Context: an optimization exercise on an open-source flow, tuned for a short achievable clock period and few clock cycles per item. The choices shown serve that exercise and are no tape-out recipe.
Function was checked by simulation only, so behaviour that the tests miss may differ from the original.
No driver is modelled on the clock port, so clock power and skew are understated where the tree is cut down; a real chip needs a root buffer or a tree.
No activity file was given, so power comes from the tool's default toggle rates.

before:
Design strategy_engine, start of the top module:
module strategy_engine
(
  input  logic               clk,
  input  logic               reset_n,
  input  logic               cfg_wr,
  input  logic [SYM_W-1:0]   cfg_sym,
  input  logic [1:0]         cfg_field,
  input  logic [DATA_W-1:0]  cfg_wdata,
  input  logic               dec_valid,
  input  logic               dec_sop,
  input  logic [DATA_W-1:0]  dec_data,
  output logic               dec_ready,
  input  logic               order_ready,
  output logic               order_valid,
  output logic [OID_W-1:0]   order_id,
  output logic [SYM_W-1:0]   order_sym,
  output logic [PRICE_W-1:0] order_price,
  output logic [VOL_W-1:0]   order_qty
);
Size: about 5,400 cells after synthesis, roughly 1,300 flip-flops, roughly 130 I/O pins, roughly 47,000 um2 of cells after synthesis.
Settings: LEC_CHECK=0, ABC_CLOCK_PERIOD_IN_PS=1600, CAP_MARGIN=20, CORE_MARGIN=2, CORE_UTILIZATION=60, SETUP_SLACK_MARGIN=2.3, SLEW_MARGIN=20, TNS_END_PERCENT=100; clock period 3.6 ns.
standard.sh (not shown) runs the stock make flow with config.mk's settings and CLKGATE_MAP_FILE= SYNTH_SCRIPT=/design/flow/synth_recipe.tcl, a recipe that flattens the netlist after the stock synthesis.
==> flow/flow/run.sh <==
#!/bin/bash
# The standard layout, with the clock tree built by flow/mycts.tcl (a
# balanced two-level tree: the clock port drives four root buffers, each
# root the leaf buffers of its quadrant, each leaf an equal share of the
# flip-flops) in place of TritonCTS. Everything else is ORFS's own flow.
set -uo pipefail
export PRE_CTS_TCL="$PWD/flow/mycts.tcl"
export MYCTS_NX=8
export MYCTS_NY=6
bash standard.sh > standard.log 2>&1
Other scripts of this flow, unchanged in this note and not shown: flow/flow/mycts.tcl
Testbench counts of before, summed over its fixed seeds: cycles 6,336, messages 3,200.
For after, these inputs were changed with respect to before:
--- a/flow/design.v
+++ b/flow/design.v
@@ -208,59 +208,45 @@
     p_ord <= {hd_sym, hd_price, f_qty[0] ? vol1 : hd_qty};
   end
   logic [ORD_W-1:0]   fifo [3];
   logic [2:0]         rd_ptr;            
   logic [3:0]         fill;              
   logic [ORD_W-1:0]   head;
-  logic               ov_n;              
-  logic [OID_W-1:0]   nid;               
-  logic               nid_lo1;           
-  logic [7:0]         nid_lo_inc;
-  logic [7:0]         nid_hi_inc;
+  logic [OID_W-1:0]   id_inc;
   logic               take, ld, fifo_ne, pop;
-  assign take     = ~ov_n & order_ready;
-  assign ld       = ov_n | order_ready;
+  assign take     = order_valid & order_ready;
+  assign ld       = ~order_valid | order_ready;
   assign fifo_ne  = ~fill[0];
   assign pop      = ld & fifo_ne;
   always_comb begin
     head = '0;
     for (int i = 0; i < 3; i++) head = head | ({ORD_W{rd_ptr[i]}} & fifo[i]);
   end
   always_comb begin
-    for (int i = 0; i < 8; i++) begin
-      nid_lo_inc[i] = nid[i]   ^ (&(nid[7:0]  | ~((8'd1 << i) - 8'd1)));
-      nid_hi_inc[i] = nid[8+i] ^ (&(nid[15:8] | ~((8'd1 << i) - 8'd1)));
-    end
+    for (int i = 0; i < OID_W; i++) id_inc[i] = order_id[i] ^ (&(order_id | ~((16'd1 << i) - 16'd1)));
   end
   always_ff @(posedge clk) begin
     if (!reset_n) begin
       order_valid <= 1'b0;
-      ov_n        <= 1'b1;
       order_id    <= '0;
-      nid         <= 16'd1;
-      nid_lo1     <= 1'b0;
       order_sym   <= '0;
       order_price <= '0;
       order_qty   <= '0;
       rd_ptr      <= 3'b001;
       fill        <= 4'b0001;
     end else begin
-      order_valid <= ~ld | fifo_ne;
-      ov_n        <= ld & ~fifo_ne;
-      if (ld) {order_sym, order_price, order_qty} <= head;
-      if (take) begin
-        order_id <= nid;
-        nid[7:0] <= nid_lo_inc;
-        if (nid_lo1) nid[15:8] <= nid_hi_inc;
-        nid_lo1  <= (nid[7:0] == 8'hFE);
-      end
+      if (ld) begin
+        order_valid <= fifo_ne;
+        {order_sym, order_price, order_qty} <= head;
+      end
+      if (take) order_id <= id_inc;
       if (pop)  rd_ptr <= {rd_ptr[1:0], rd_ptr[2]};
       if (p_valid & ~pop)      fill <= {fill[2:0], 1'b0};
       else if (pop & ~p_valid) fill <= {1'b0, fill[3:1]};
     end
     for (int i = 0; i < 3; i++) if (fwe[i]) fifo[i] <= p_ord;
   end
   always_ff @(posedge clk) begin
     if (!reset_n) dec_ready_q <= 1'b1;
-    else          dec_ready_q <= fill[0] | (fill[1] & ov_n);
+    else          dec_ready_q <= fill[0] | (fill[1] & ~order_valid);
   end
 endmodule
### Flow results
- Between after and before, the difference in met3 routing resource usage after global routing is negligible.
- From before to after the numbers moved as follows: share of power burned in registers dropped 0.4 points, worst setup skew after layout about even, count of flip-flops and latches went down by 1.4%.
- When after is measured against before, its setup slack turns out 0.0064 ns lower.
- Max fraction of power consumed by combinational cells across after and before: after
- The higher number of storage elements in the synthesis netlist of after and before is in before.
- Taking before as the reference, in after overall die area decreased by about 0.54% relative to the old numbers, non-filler instance count after layout increased by 60 relative to the old numbers, power dissipated in sequential cells closely matched the old numbers.
- Re fmax: after is 0.39% down on before.
- Higher depth of the worst register-to-register path among after and before: after
- Taking before as the reference, in after final critical path time including I/O delays and setup went up, share of cell area taken by flip-flops and latches fell by 1.6 points.
Testbench counts of after, summed over its fixed seeds: cycles 6,336, messages 3,200.
In every run of this note, the design's own scripts or RTL, not TritonCTS, make the clock network.

re-timing with driven ports:
The flow's constraints put no driver on any port. The routed layouts listed below were extracted and timed again, unchanged, in two steps. Step 1 assumes that a clkbuf_16 drives the clock port and a buf_2 every other input. Step 2 also shifts input and output timing later by t, the mid clock arrival at the registers, as if the neighbouring blocks saw the same clock. Slacks: ideal / step 1 / step 2; pairs: ideal / step 1.
run	t, ns	slack for setup (ns)	worst setup path at the end
before	0.605	1.951 / 1.800 / 1.609	input to register
after	0.610	1.945 / 1.794 / 1.642	input to register
After both steps every run listed still meets setup and hold. The setup slack of before, which loses most, moves by -0.151 ns with the drivers and by -0.342 ns with both steps.
